What follows belongs to an exercise in optimizing a design on an open flow for small area, a short achievable clock period and few clock cycles per item; a production flow would make more cautious choices. RTL that was checked went through simulation tests only; none was proved equivalent to the original. Power and IR drop assume default switching activity.

Design axi_slave_mem, start of the top module:
module axi_slave_mem #(
    parameter int ADDR_WIDTH = 32,
    parameter int DATA_WIDTH = 32,
    parameter int MEM_DEPTH  = 64
) (
    input  logic                    aclk,
    input  logic                    arst,
    input  logic [3:0]              awid,
    input  logic [ADDR_WIDTH-1:0]   awaddr,
    input  logic [3:0]              awlen,
    input  logic [2:0]              awsize,
    input  logic [1:0]              awburst,
    input  logic [1:0]              awlock,
    input  logic [1:0]              awcache,
    input  logic [1:0]              awprot,
    input  logic                    awvalid,
    output logic                    awready,
    input  logic [3:0]              wid,
    input  logic [DATA_WIDTH-1:0]   wdata,
    input  logic [DATA_WIDTH/8-1:0] wstrb,
    input  logic                    wlast,
    input  logic                    wvalid,
    output logic                    wready,
    output logic [3:0]              bid,
    output logic [1:0]              bresp,
    output logic                    bvalid,
    input  logic                    bready,
    input  logic [3:0]              arid,
    input  logic [ADDR_WIDTH-1:0]   araddr,
  ...
Size in the first run: roughly 5400 cells after synthesis, ~2300 flip-flops.
==> flow/config.mk <==
export PLATFORM = sky130hd
export DESIGN_NAME = axi_slave_mem
export DESIGN_NICKNAME = axi_slave_mem
export VERILOG_FILES = /design/flow/design.v
export SDC_FILE = /design/flow/constraint.sdc
export NUM_CORES = 4
export LEC_CHECK = 0
export CAP_MARGIN = 20
export CORE_MARGIN = 2
export CORE_UTILIZATION = 25
export PLACE_DENSITY = 0.35
export SETUP_SLACK_MARGIN = 4
export SLEW_MARGIN = 20
export SYNTH_MEMORY_MAX_BITS = 16384
==> flow/constraint.sdc <==
create_clock -name core_clock -period 8.0 [get_ports {aclk}]
set_input_delay 1.6000 -clock core_clock [delete_from_list [all_inputs] [get_ports {aclk}]]
set_output_delay 1.6000 -clock core_clock [all_outputs]
set_load 0.01 [all_outputs]
run.sh (not shown) runs the stock make flow with config.mk's settings and CLKGATE_MAP_FILE= SYNTH_SCRIPT=/design/flow/synth_recipe.tcl, a recipe that flattens the netlist after the stock synthesis.
Rerun with:
--- a/flow/design.v
+++ b/flow/design.v
@@ -257,21 +257,23 @@
     logic                  o_v, o_last, o_err;
     logic [3:0]            o_id;
     logic [DATA_WIDTH-1:0] o_data;
     assign ar_in = load(araddr, arlen, arsize, arburst, arid);
     assign ar_hs = arvalid && ar_rdy;
     assign fetch = rc_v && (!o_v || rready);
     assign r_oor = oor(rc);
-    logic [MEM_DEPTH-1:0]  r_sel;
+    logic [7:0] rs_a, rs_b;
     logic [DATA_WIDTH-1:0] r_data;
+    logic                  r_vld;
     always_comb begin
         r_data = '0;
+        r_vld  = 1'b0;
         for (int i = 0; i < MEM_DEPTH; i++) begin
-            r_sel[i] = vld[i] && !r_oor && (rc.lo[LSB +: IDX_W] == IDX_W'(i));
-            r_data   = r_data | (mem[i] & {DATA_WIDTH{r_sel[i]}});
+            r_data = r_data | (mem[i] & {DATA_WIDTH{rs_a[i/8] && rs_b[i%8]}});
+            r_vld  = r_vld | (vld[i] && rs_a[i/8] && rs_b[i%8]);
         end
     end
     bst_t rc_n, rp_n;
     logic rc_vn, rp_vn;
     always_comb begin
         rc_n  = rc;
         rc_vn = rc_v;
@@ -312,19 +314,23 @@
             if (fetch)       o_v <= 1'b1;
             else if (rready) o_v <= 1'b0;
         end
     end
     always_ff @(posedge aclk) begin
         rc <= rc_n;
         rp <= rp_n;
+        for (int i = 0; i < 8; i++) begin
+            rs_a[i] <= !oor(rc_n) && (rc_n.lo[LSB+3 +: 3] == 3'(i));
+            rs_b[i] <= (rc_n.lo[LSB +: 3] == 3'(i));
+        end
         if (fetch) begin
             o_id   <= rc.id;
             o_last <= last(rc);
             o_err  <= rc.err || r_oor;
-            o_data <= r_data;
+            o_data <= r_data & {DATA_WIDTH{r_vld}};
         end
     end
     assign arready = ar_rdy;
     assign rvalid  = o_v;
     assign rid    = o_id;
     assign rlast  = o_last;
     assign rresp  = {o_err, 1'b0};
The changed run passed the timing, design-rule and antenna checks.
Cell area increases by 1.1%.
Flip-flop and latch count rises by 16.
Worst setup slack gets worse by 45 ps.
Total power came out lower by 2.3%.
Fmax is lower by 1.1%.
Die area goes up by 0.73%.
Global-route usage shrinks by 1.3 points.
Hold slack gets better by 7.8 ps.
Non-clock buffer count came out lower by 70.
Clock-buffer cell count falls by 1.
No run of this note included a check of the RTL's function; only the layout flow was run.


Setup of delta:
Another version of the RTL of axi_slave_mem (not shown whole).
Size in the first run: roughly 5,200 cells after synthesis, roughly 2,400 flip-flops, about 90,000 um^2 of cells after synthesis.
Settings: LEC_CHECK=0, CAP_MARGIN=20, CORE_MARGIN=2, CORE_UTILIZATION=45, CTS_CLUSTER_DIAMETER=80, CTS_CLUSTER_SIZE=30, PLACE_DENSITY=0.55, SETUP_SLACK_MARGIN=5, SLEW_MARGIN=20, SYNTH_MEMORY_MAX_BITS=16384; clock period 8.0 ns.
delta: no failed stages, no open violations at the end
Setup changes, delta to epsilon
--- a/flow/design.v
+++ b/flow/design.v
@@ -185,23 +185,27 @@
     assign w_hs   = wvalid && w_rdy;
     assign ws      = wc_v ? wc : aw_in;
     assign ws_idx  = wc_v ? wk_idx : aw_in.lo[LSB +: IDX_W];
     assign ws_oor  = wc_v ? wk_oor : oor(aw_in);
     assign ws_nx   = advance(ws);
     assign ws_last = last(ws);
     assign w_berr  = (wlast != ws_last) || (wid != ws.id) || ws_oor;
     assign b_push  = w_hs && ws_last;
     assign b_pop   = bq0_v && bready;
-    assign m_we   = w_hs && !ws_oor;
-    assign m_widx = ws_idx;
-    assign m_strb = wstrb;
-    for (genvar b = 0; b < BYTES; b++) begin : g_wdat
-        assign m_wdat[b*8 +: 8] = wstrb[b] ? wdata[b*8 +: 8] : 8'd0;
+    always_ff @(posedge aclk or negedge arst) begin
+        if (!arst) m_we <= 1'b0;
+        else       m_we <= w_hs && !ws_oor;
+    end
+    always_ff @(posedge aclk) begin
+        m_widx <= ws_idx;
+        m_strb <= wstrb;
+        for (int b = 0; b < BYTES; b++)
+            m_wdat[b*8 +: 8] <= wstrb[b] ? wdata[b*8 +: 8] : 8'd0;
     end
     bst_t wc_n, wp_n;
     logic wc_vn, wp_vn, bq0_vn, bq1_vn;
     logic [3:0] bq0_idn, bq1_idn;
     logic bq0_en, bq1_en;
     logic ws_err;
     logic wk_oorn;
     always_comb begin
         wc_n    = wc;
[summary]
Maximum resistive drop on vdd: epsilon higher than delta. Per the comparison of epsilon with delta, number of non-clock buffers in the layout down 27%; clock input transition at the sequential cells of the worst setup and hold paths flat; sequential power flat; post-layout total power down about 1%; clock network area share up 0.77 points. In the metrics for delta and epsilon, the one carrying the higher met1 capacity usage during global routing is delta. Compared with delta, epsilon shows internal power contribution higher by 0.39 mW. The cell count after synthesis of epsilon and that of delta are within noise of each other. Relative to delta, register-to-register slack has gone up in epsilon. Slowest stage cell on the critical path: sky130_fd_sc_hd__mux2_4 -> epsilon, sky130_fd_sc_hd__a222oi_1 -> delta. Against delta, flip-flop and latch count in epsilon rose slightly.
Testbench counts of epsilon, summed over its fixed seeds: cycles 22,070, beats 28,664.
Function not checked in delta: the RTL went through the layout flow alone.

separate check: timing with driven ports:
No port has a modelled driver above. Below, the same layouts with a new extraction and two added sets of constraints.
Step 1: set_driving_cell puts a clkbuf_16 on aclk and a buf_2 on each other input, an assumption about the parent block.
Step 2 adds t to the input delays and takes it off the output delays; t is the mean of the earliest and latest rising clock arrival at the registers after step 1. Input paths then give back, and output paths get back, about the clock's delay inside the block.
Three values: ideal, step 1, step 2; two values: the first two.
run	t, ns	setup WS [ns]	worst register clock-pin slew, ns	pins driven straight from the clock port
the first run of note 1	0.988	3.951 / 3.951 / 3.077	0.06 / 0.06	1
the second run of note 1	1.001	3.906 / 3.906 / 3.050	0.07 / 0.07	1
delta	0.913	4.366 / 4.424 / 3.511	0.12 / 0.12	1
epsilon	0.921	4.726 / 4.781 / 3.859	0.12 / 0.12	1
After both steps every run listed still meets setup and hold. For the first run of note 1, which loses most, drivers alone change the setup slack by 0.000 ns; drivers and shift together by -0.874 ns.
